What follows belongs to an exercise in optimizing a design on an open flow for small area; a production flow would make more cautious choices. Only simulation tests tie the RTL to the original design; equivalence was not proved. Power is estimated from default activity; no workload was simulated.

### flow/run.sh
#!/bin/bash
# synth_recipe.tcl (not shown) runs the flow's synth.tcl, then flattens the netlist and writes it again
# the make line also repeats each setting of config.mk as NAME=value (left out here)
make -C /OpenROAD-flow-scripts/flow DESIGN_CONFIG=/design/flow/config.mk WORK_HOME=/design/flow/orfs CLKGATE_MAP_FILE= SYNTH_SCRIPT=/design/flow/synth_recipe.tcl finish
### flow/config.mk
export PLATFORM = sky130hd
export DESIGN_NAME = core_top
export DESIGN_NICKNAME = core_top
export VERILOG_FILES = /design/flow/design.v
export SDC_FILE = /design/flow/constraint.sdc
export NUM_CORES = 4
export LEC_CHECK = 0
export CAP_MARGIN = 20
export CORE_MARGIN = 2
export CORE_UTILIZATION = 45
export PLACE_DENSITY = 0.6
export SLEW_MARGIN = 20
### flow/constraint.sdc
create_clock -name core_clock -period 8.0 [get_ports {clk}]
set_input_delay 1.6000 -clock core_clock [delete_from_list [all_inputs] [get_ports {clk}]]
set_output_delay 1.6000 -clock core_clock [all_outputs]
set_load 0.01 [all_outputs]
### flow/design.v
`timescale 1ns/10ps
`default_nettype none
package core_pkg;
    typedef logic [20-1:0] word_t;     
    typedef logic [3-1:0] reg_addr_t;  
    localparam word_t HALF_MASK = word_t'({10{1'b1}});  
    typedef enum logic [6-1:0] {
        OP_TRAP  = 6'd0,
        OP_NOP   = 6'd1,
        OP_NOT   = 6'd8,
        OP_AND   = 6'd9,
        OP_OR    = 6'd10,
        OP_XOR   = 6'd11,
        OP_SHFTR = 6'd12,
        OP_SHFTL = 6'd13,
        OP_ROTR  = 6'd14,
        OP_ROTL  = 6'd15,
        OP_SWAP  = 6'd16,
        OP_INC   = 6'd17,
        OP_DEC   = 6'd18,
        OP_ADD   = 6'd19,
        OP_SUB   = 6'd21,
        OP_EQ    = 6'd23,
        OP_GT    = 6'd24,
        OP_LT    = 6'd25
    } opcode_e;
    typedef enum logic [1:0] {
        PH_FETCH,
        PH_DECODE,
        PH_EXECUTE,
        PH_WRITE_BACK
    } phase_e;
endpackage
`default_nettype wire
`timescale 1ns/10ps
`default_nettype none
module phase_sequencer (
    input  logic    clk,
    input  logic    reset,
    input  core_pkg::opcode_e op,                 
    output logic    fetch_enable,
    output logic    decode_enable,
    output logic    execute_enable,
    output logic    write_back_enable,
    output logic    trap_mode           
);
    core_pkg::phase_e phase;
    always_ff @(posedge clk) begin
        if (reset) begin
            phase     <= core_pkg::PH_FETCH;
            trap_mode <= 1'b0;
        end else if (!trap_mode) begin
            case (phase)
                core_pkg::PH_FETCH:      phase <= core_pkg::PH_DECODE;
                core_pkg::PH_DECODE:     phase <= core_pkg::PH_EXECUTE;
                core_pkg::PH_EXECUTE:    phase <= core_pkg::PH_WRITE_BACK;
                core_pkg::PH_WRITE_BACK: phase <= core_pkg::PH_FETCH;
                default:       phase <= core_pkg::PH_FETCH;
            endcase
            if (phase == core_pkg::PH_DECODE && op == core_pkg::OP_TRAP) begin
                trap_mode <= 1'b1;  
            end
        end
    end
    assign fetch_enable      = (phase == core_pkg::PH_FETCH) && !trap_mode;
    assign decode_enable     = (phase == core_pkg::PH_DECODE) && !trap_mode;
    assign execute_enable    = (phase == core_pkg::PH_EXECUTE) && !trap_mode;
    assign write_back_enable = (phase == core_pkg::PH_WRITE_BACK) && !trap_mode;
endmodule
`default_nettype wire
`timescale 1ns/10ps
`default_nettype none
module instr_decode (
    input  logic                    clk,
    input  logic                    reset,
    input  logic                    fetch_enable,
    input  logic                    decode_enable,
    input  logic [20-1:0] instruction,
    input  core_pkg::word_t                   rd_a_data,    
    input  core_pkg::word_t                   rd_b_data,    
    output core_pkg::opcode_e                 op,
    output core_pkg::reg_addr_t               src1,
    output core_pkg::reg_addr_t               src2,
    output core_pkg::reg_addr_t               dst1,
    output core_pkg::reg_addr_t               dst2,
    output logic                    half_mode,
    output core_pkg::word_t                   operand_a,
    output core_pkg::word_t                   operand_b
);
    function automatic core_pkg::opcode_e decode_op(input logic [6-1:0] raw);
        core_pkg::opcode_e op_v;
        op_v = core_pkg::opcode_e'(raw);
        case (op_v)
            core_pkg::OP_TRAP, core_pkg::OP_NOP, core_pkg::OP_NOT, core_pkg::OP_AND, core_pkg::OP_OR, core_pkg::OP_XOR,
            core_pkg::OP_SHFTR, core_pkg::OP_SHFTL, core_pkg::OP_ROTR, core_pkg::OP_ROTL, core_pkg::OP_SWAP,
            core_pkg::OP_INC, core_pkg::OP_DEC, core_pkg::OP_ADD, core_pkg::OP_SUB, core_pkg::OP_EQ, core_pkg::OP_GT, core_pkg::OP_LT: decode_op = op_v;
            default: decode_op = core_pkg::OP_NOP;
        endcase
    endfunction
    always_ff @(posedge clk) begin
        if (reset) begin
            op        <= core_pkg::OP_NOP;
            half_mode <= 1'b0;
        end else if (fetch_enable) begin
            op        <= decode_op(instruction[20-1 -: 6]);
            half_mode <= instruction[1];
        end
    end
    always_ff @(posedge clk) begin
        if (fetch_enable) begin
            src1 <= instruction[11 +: 3];
            src2 <= instruction[8 +: 3];
            dst1 <= instruction[5 +: 3];
            dst2 <= instruction[2 +: 3];
        end
        if (decode_enable) begin
            operand_a <= half_mode ? (rd_a_data & core_pkg::HALF_MASK) : rd_a_data;  
            operand_b <= half_mode ? (rd_b_data & core_pkg::HALF_MASK) : rd_b_data;
        end
    end
endmodule
`default_nettype wire
`timescale 1ns/10ps
`default_nettype none
module reg_file (
    input  logic      clk,
    input  logic      reset,
    input  core_pkg::reg_addr_t rd_a_addr,
    input  core_pkg::reg_addr_t rd_b_addr,
    input  core_pkg::reg_addr_t rd_addr,    
    output core_pkg::word_t     rd_a_data,
    output core_pkg::word_t     rd_b_data,
    output core_pkg::word_t     rd_data,
    input  logic      wr1_en,
    input  logic      wr2_en,
    input  core_pkg::reg_addr_t wr1_addr,
    input  core_pkg::reg_addr_t wr2_addr,
    input  core_pkg::word_t     wr1_data,
    input  core_pkg::word_t     wr2_data,
    input  logic      load_en,    
    input  core_pkg::reg_addr_t load_addr,
    input  core_pkg::word_t     load_data
);
    core_pkg::word_t regs [8];
    always_ff @(posedge clk) begin
        if (reset) begin
            for (int i = 0; i < 8; i++) begin
                regs[i] <= '0;
            end
        end else begin
            if (wr1_en) regs[wr1_addr] <= wr1_data;
            if (wr2_en) regs[wr2_addr] <= wr2_data;  
            if (load_en && !wr1_en && !wr2_en) begin
                regs[load_addr] <= load_data;  
            end
        end
    end
    assign rd_a_data = regs[rd_a_addr];
    assign rd_b_data = regs[rd_b_addr];
    assign rd_data   = regs[rd_addr];
endmodule
`default_nettype wire
`timescale 1ns/10ps
`default_nettype none
module alu_execute (
    input  logic    clk,
    input  logic    reset,
    input  logic    execute_enable,
    input  core_pkg::opcode_e op,
    input  logic    half_mode,
    input  core_pkg::word_t   operand_a,
    input  core_pkg::word_t   operand_b,
    output core_pkg::word_t   result1,
    output core_pkg::word_t   result2,
    output logic    wr1,         
    output logic    wr2,         
    output logic    zero_val,
    output logic    sign_val,
    output logic    carry_val,
    output logic    zero_upd,    
    output logic    sign_upd,
    output logic    carry_upd
);
    localparam int POS_W = $clog2(20 + 1);
    core_pkg::word_t                 mask;       
    logic [POS_W-1:0]      top_pos;    
    logic [POS_W-1:0]      carry_pos;  
    logic [20:0] ext;        
    core_pkg::word_t                 res1_c, res2_c;
    logic                  wr1_c, wr2_c;
    logic                  zero_c, sign_c, carry_c;
    logic                  zero_u, sign_u, carry_u;
    always_comb begin
        mask      = half_mode ? core_pkg::HALF_MASK : '1;
        top_pos   = half_mode ? POS_W'(10 - 1) : POS_W'(20 - 1);
        carry_pos = half_mode ? POS_W'(10) : POS_W'(20);
        ext       = '0;
        res1_c    = '0;
        res2_c    = '0;
        wr1_c     = 1'b0;
        wr2_c     = 1'b0;
        zero_c    = 1'b0;
        sign_c    = 1'b0;
        carry_c   = 1'b0;
        zero_u    = 1'b0;
        sign_u    = 1'b0;
        carry_u   = 1'b0;
        case (op)
            core_pkg::OP_NOT:   res1_c = ~operand_a & mask;
            core_pkg::OP_AND:   res1_c = operand_a & operand_b;
            core_pkg::OP_OR:    res1_c = operand_a | operand_b;
            core_pkg::OP_XOR:   res1_c = operand_a ^ operand_b;
            core_pkg::OP_SHFTR: begin
                res1_c  = operand_a >> 1;
                carry_c = operand_a[0];               
                carry_u = 1'b1;
            end
            core_pkg::OP_ROTR:  res1_c = (operand_a >> 1) | (core_pkg::word_t'(operand_a[0]) << top_pos);
            core_pkg::OP_ROTL:  res1_c = ((operand_a << 1) | core_pkg::word_t'(operand_a[top_pos])) & mask;
            core_pkg::OP_SWAP: begin
                res1_c = operand_b;
                res2_c = operand_a;
                wr2_c  = 1'b1;
            end
            core_pkg::OP_SHFTL, core_pkg::OP_INC, core_pkg::OP_DEC, core_pkg::OP_ADD, core_pkg::OP_SUB: begin
                case (op)
                    core_pkg::OP_SHFTL: ext = {1'b0, operand_a} << 1;
                    core_pkg::OP_INC:   ext = {1'b0, operand_a} + 1'b1;
                    core_pkg::OP_DEC:   ext = {1'b0, operand_a} - 1'b1;
                    core_pkg::OP_ADD:   ext = {1'b0, operand_a} + {1'b0, operand_b};
                    default:  ext = {1'b0, operand_a} - {1'b0, operand_b};
                endcase
                res1_c  = ext[20-1:0] & mask;
                carry_c = ext[carry_pos];             
                carry_u = 1'b1;
            end
            core_pkg::OP_EQ: begin
                zero_c = (operand_a == operand_b);
                zero_u = 1'b1;
            end
            core_pkg::OP_GT: begin
                sign_c = (operand_a > operand_b);     
                sign_u = 1'b1;
            end
            core_pkg::OP_LT: begin
                sign_c = (operand_a < operand_b);
                sign_u = 1'b1;
            end
            default: ;                                
        endcase
        case (op)
            core_pkg::OP_NOT, core_pkg::OP_AND, core_pkg::OP_OR, core_pkg::OP_XOR, core_pkg::OP_SHFTR, core_pkg::OP_SHFTL, core_pkg::OP_ROTR, core_pkg::OP_ROTL,
            core_pkg::OP_INC, core_pkg::OP_DEC, core_pkg::OP_ADD, core_pkg::OP_SUB: begin
                wr1_c  = 1'b1;
                zero_c = (res1_c == '0);
                sign_c = res1_c[top_pos];
                zero_u = 1'b1;
                sign_u = 1'b1;
            end
            core_pkg::OP_SWAP: wr1_c = 1'b1;                    
            default: ;
        endcase
    end
    always_ff @(posedge clk) begin
        if (reset) begin
            wr1       <= 1'b0;
            wr2       <= 1'b0;
            zero_upd  <= 1'b0;
            sign_upd  <= 1'b0;
            carry_upd <= 1'b0;
        end else if (execute_enable) begin
            wr1       <= wr1_c;
            wr2       <= wr2_c;
            zero_upd  <= zero_u;
            sign_upd  <= sign_u;
            carry_upd <= carry_u;
        end
    end
    always_ff @(posedge clk) begin
        if (execute_enable) begin
            result1   <= res1_c;
            result2   <= res2_c;
            zero_val  <= zero_c;
            sign_val  <= sign_c;
            carry_val <= carry_c;
        end
    end
endmodule
`default_nettype wire
`timescale 1ns/10ps
`default_nettype none
module write_back (
    input  logic      clk,
    input  logic      reset,
    input  logic      write_back_enable,
    input  core_pkg::reg_addr_t dst1,
    input  core_pkg::reg_addr_t dst2,
    input  core_pkg::word_t     result1,
    input  core_pkg::word_t     result2,
    input  logic      wr1,
    input  logic      wr2,
    input  logic      zero_val,
    input  logic      sign_val,
    input  logic      carry_val,
    input  logic      zero_upd,
    input  logic      sign_upd,
    input  logic      carry_upd,
    output logic      wr1_en,      
    output logic      wr2_en,
    output core_pkg::reg_addr_t wr1_addr,
    output core_pkg::reg_addr_t wr2_addr,
    output core_pkg::word_t     wr1_data,
    output core_pkg::word_t     wr2_data,
    output logic      zero_flag,
    output logic      sign_flag,
    output logic      carry_flag
);
    assign wr1_en   = write_back_enable && wr1;  
    assign wr2_en   = write_back_enable && wr2;
    assign wr1_addr = dst1;
    assign wr2_addr = dst2;
    assign wr1_data = result1;
    assign wr2_data = result2;
    always_ff @(posedge clk) begin
        if (reset) begin
            zero_flag  <= 1'b0;
            sign_flag  <= 1'b0;
            carry_flag <= 1'b0;
        end else if (write_back_enable) begin
            if (zero_upd)  zero_flag  <= zero_val;   
            if (sign_upd)  sign_flag  <= sign_val;
            if (carry_upd) carry_flag <= carry_val;
        end
    end
endmodule
`default_nettype wire
`timescale 1ns/10ps
`default_nettype none
module core_top (
    input  logic                    clk,
    input  logic                    reset,
    input  logic [20-1:0] instruction,
    input  logic                    load_en,
    input  core_pkg::reg_addr_t               load_addr,
    input  core_pkg::reg_addr_t               rd_addr,
    input  core_pkg::word_t                   load_data,
    output core_pkg::word_t                   rd_data,
    output logic                    fetch_enable,
    output logic                    decode_enable,
    output logic                    execute_enable,
    output logic                    write_back_enable,
    output logic                    trap_mode,
    output logic                    zero_flag,
    output logic                    sign_flag,
    output logic                    carry_flag
);
    core_pkg::opcode_e   op;
    core_pkg::reg_addr_t src1, src2, dst1, dst2;
    logic      half_mode;
    core_pkg::word_t     rd_a_data, rd_b_data, operand_a, operand_b;
    core_pkg::word_t     result1, result2, wr1_data, wr2_data;
    logic      wr1, wr2, wr1_en, wr2_en;
    core_pkg::reg_addr_t wr1_addr, wr2_addr;
    logic      zero_val, sign_val, carry_val, zero_upd, sign_upd, carry_upd;
    phase_sequencer i_seq (.clk, .reset, .op, .fetch_enable, .decode_enable,
        .execute_enable, .write_back_enable, .trap_mode);
    instr_decode i_dec (.clk, .reset, .fetch_enable, .decode_enable, .instruction,
        .rd_a_data, .rd_b_data, .op, .src1, .src2, .dst1, .dst2, .half_mode,
        .operand_a, .operand_b);
    reg_file i_regs (.clk, .reset, .rd_a_addr(src1), .rd_b_addr(src2), .rd_addr,
        .rd_a_data, .rd_b_data, .rd_data, .wr1_en, .wr2_en, .wr1_addr, .wr2_addr,
        .wr1_data, .wr2_data, .load_en, .load_addr, .load_data);
    alu_execute i_alu (.clk, .reset, .execute_enable, .op, .half_mode, .operand_a,
        .operand_b, .result1, .result2, .wr1, .wr2, .zero_val, .sign_val, .carry_val,
        .zero_upd, .sign_upd, .carry_upd);
    write_back i_wb (.clk, .reset, .write_back_enable, .dst1, .dst2, .result1, .result2,
        .wr1, .wr2, .zero_val, .sign_val, .carry_val, .zero_upd, .sign_upd, .carry_upd,
        .wr1_en, .wr2_en, .wr1_addr, .wr2_addr, .wr1_data, .wr2_data,
        .zero_flag, .sign_flag, .carry_flag);
endmodule
`default_nettype wire
==> results.txt <==
## area by class of cell
class / count / area [sq um] / share of cell area, %
Clock buffer: 45 / 848 / 3.94
Clock inverter: 9 / 96.3 / 0.447
Inverter: 72 / 270 / 1.26
Multi-Input combinational cell: 1252 / 10400 / 48.1
Sequential cell: 279 / 8150 / 37.8
Tap cell: 539 / 674 / 3.13
Timing Repair Buffer: 123 / 1130 / 5.24
## registers in the layout, summed over array words and instances, names as in the netlist, 2 cells and up, named ones only
name,count
i_alu.result1,20
i_alu.result2,20
i_dec.dst1,3
i_dec.dst2,3
i_dec.op,6
i_dec.operand_a,20
i_dec.operand_b,20
i_dec.src1,3
i_dec.src2,3
i_regs.regs,160
i_seq.phase,2
## routing by layer
| layer | GRT usage, % | share of wire (%) | vias to the layer above |
|---|---|---|---|
| met2 | 47.0 | 47 | 869 |
| met5 | 0 | 0 | - |
| met1 | 39.3 | 40 | 7594 |
| met3 | 4.45 | 9.6 | 174 |
| met4 | 11.5 | 3.9 | 0 |
| li1 | - | - | 6765 |
## synth_stat cells (24+ instances only)
master    number
nand3_1       35
mux2_2        41
edfxtp_1     255
a21oi_1       69
inv_1         72
o21ai_0       39
nor2_1       104
clkbuf_1     110
nand2_1      248
buf_1         32
o31ai_1      162
ha_1          85
mux2i_1       56
dfxtp_1       24
mux4_2       120
## cells by family after synthesis
group / Yosys count
flip-flops: 279
XOR/XNOR: 20
AND/OR/NAND/NOR: 516
multiplexers: 218
buffers and inverters: 222
adder cells (fa/ha/maj): 87
AO/OA/AOI/OAI: 411
## worst reg2reg max path: stages, from the launching register on
cell	delay (ns)
dfxtp_1	0.48
nor2b_1	0.63
nand3_1	0.14
buf_4	0.25
or3b_2	0.47
ha_1	0.23
fa_1	0.45
a211oi_1	0.45
o21ai_0	0.21
a31oi_1	0.38
o21ai_0	0.22
a41o_1	0.31
xor2_1	0.15
a221o_1	0.33
a211oi_1	0.39
nand4b_1	0.17
o22ai_1	0.22
## through the flow
stage	hold WS [ns]	util (%)	area (sq um)
after floorplan	0.415	-	19300
after global placement	0.423	48.7	20500
after detailed placement	0.430	48.7	20500
after CTS	0.446	51.0	21500
after global routing	0.475	51.1	21500
final	0.441	51.1	21500
## worst paths after layout
kind	slack [ns]	cells past startpoint	endpoint
setup / recovery	2.37	16	i_alu.zero_val
hold / removal	0.44	2	flip-flop
setup reg to reg	2.37	16	i_alu.zero_val
hold reg to reg	0.44	2	flip-flop
## placed cells by master (no fill, tap or decap), types with 35 or more instances in the layout
cell,Yosys,layout
a21oi_1,69,69
buf_4,0,46
clkdlybuf4s50_1,0,72
edfxtp_1,255,255
ha_1,85,85
inv_1,72,72
mux2_2,41,41
mux2i_1,56,56
mux4_2,120,120
nand2_1,248,248
nand3_1,35,35
nor2_1,104,98
o21ai_0,39,39
o31ai_1,162,162
## power by group through the flow
stage          registers, uW  clock network [uW]  logic [uW]
6_report                2320                1380        2660
2_1_floorplan           2120                   0        1940
5_1_grt                 2350                1450        2880
4_1_cts                 2310                1400        2630
3_5_place_dp            2340                   0        2610
3_3_place_gp            2330                   0        2590
==> flow_summary.yaml <==
synthesis:
  synthCells: 1753
  yosys.area.top_type: "edfxtp_1"
  muxShareOfSynthArea_pct: 19.4
  synth_area_per_cell_sq_um: 11.0
  synth-seq-area-share_pct: 42.2
  ys_warn_count: 5
  ys_top_cells_by_area: "edfxtp_1 40%, mux4_2 14%, o31ai_1 6.3%"
  synthXorXnorAreaFrac_pct: 0.908
  synth_top_area_share_pct: 39.7
  synthesis.area_sq_um: 19300
  syn_nets: 1889
  synth_compound_area_share_pct: 15.1
  synth-adder-area-share_pct: 5.72
  ys_seq_elements: 279
  synth_flop_cell: "edfxtp_1"
  synth_top_family_by_area: "multiplexers"
  synth-simple-area-share_pct: 12.3
  synthDistinctLibCells: 80
  synth_edf_count: 255
  async_flop_share_pct: 0
hold_path:
  holdCritPathClass: "flip-flop to flip-flop"
  hold_start: "i_dec.src1[1]"
setup_path:
  crit_path_cell_trace: "nor2b_1, nand3_1, buf_4, or3b_2, ha_1, fa_1, a211oi_1, o21ai_0, a31oi_1, o21ai_0, a41o_1, xor2_1, a221o_1, a211oi_1, nand4b_1, o22ai_1"
  worst_path_max_delay_cell: "nor2b_1"
  worstPathRequired_ns: 8.41
  critical_path_arrival_ns: 6.04
  cp_max_fo: 20
  critical_path_class: "flip-flop to flip-flop"
  crit_path_start_kind: "flip-flop"
  crit_start: "i_dec.op[4]"
  r2r_start: "i_dec.op[4]"
  cpPeakStageDelay_ns: 0.62
  path_buf_inv: 1
  crit_family: "compound AO/OA/AOI/OAI gates"
  end_kind: "flip-flop"
floorplanning:
  die_area_sq_um: 44600
  fp.dieH_um: 211
  io_pins: 77
  rows: 75
  initial_core_util_pct: 45.8
  die_w_um: 211
  core_area_sq_um: 42100
detailed_routing:
  routed_wl_um: 64400
  vias_per_cell: 6.64
  first_pass_iters: 6
  vias: 15400
  wire_per_inst_um: 27.8
  ant_nets: 0
  drc: 0
  drt_iter0_markers: 1734
clock_tree:
  path_clk_slew_ns: 0.06
  cts_htree_levels: 1
  cts_hold_buf: 0
  clock_latency_ns: 0.59
  clockRootBuffer: "clkbuf_16"
  cts_tree: "built"
  post_cts_resized: 0
  postCtsSetupBuffers: 0
  cts_made_buffers: 31
  clock_path_buffers: 3
  cts.sinks: 279
placement:
  post-place-ws_ns: 2.48
  dp_hpwl_um: 41600
  place_inst: 2263
  portBuffers: 75
  place.gp.congestion: 0.908
global_route:
  antenna_found_initial: 0
  track_usage_pct: 29.0
  grt_pass1_vias: 15200
  grt_pass1_wl_um: 95500
  grt_max_degree: 42
  grt_overflow: 0
cells_and_area:
  synthToLayoutAreaGrowth_pct: 11.6
  final_cells: 2319
  drive_gt1_share_pct: 16.5
  finalNetCount: 1895
  fill_cells: 3670
  diodes: 0
sta:
  rsz0062_at_grt: "no"
  setup_violations: 0
  slew_viol_final: 0
  max_freq_mhz: 178
  slew-limit-headroom_pct: 25.6
  layout_setup_ws_ns: 2.37
  fin_tns_setup_ns: 0
  skew_ns: 0.0170
  period_share_pct: 70.4
  hold_viol: 0
  fin_crit_ns: 5.63
  worst_slew_pin_slew_ns: 1.09
power:
  power_leakage_uw: 0.00780
  finalPower_uw: 6360
  switchingPower_uw: 2520
  powerDensity_nw_per_um2: 296
  swShare_pct: 39.6
  p_comb_share_pct: 41.8
  power_frac_seq_pct: 36.5
  internal_power_uw: 3840
  ir_worst_vdd_v: 0.000285
  p_clk_share_pct: 21.7
run_status:
  status: "timing/DRC/antenna clean"
run:
  cap_violations: 0

static timing again, ports no longer ideal:
The results above use ideal ports. As a check the final layout listed here was re-extracted and re-timed, cells and wires unchanged.
Step 1 sets driving cells, clkbuf_16 on the clock port and buf_2 on the other inputs (assumed; they add their load-dependent delay and slew).
Step 2 times the ports against the registers' clock, not the clock port: input delays grow and output delays shrink by t, the midpoint of the rising clock arrivals with the driver on.
Slacks: ideal / step 1 / step 2; pairs: ideal / step 1.
t (ns): 0.637
slack for setup (ns): 2.368 / 2.368 / 2.368
slew at the worst register clock pin (ns): 0.07 / 0.07
After both steps setup and hold are still met in this run. The setup slack of this run moves by 0.000 ns with the drivers and by 0.000 ns with both steps.
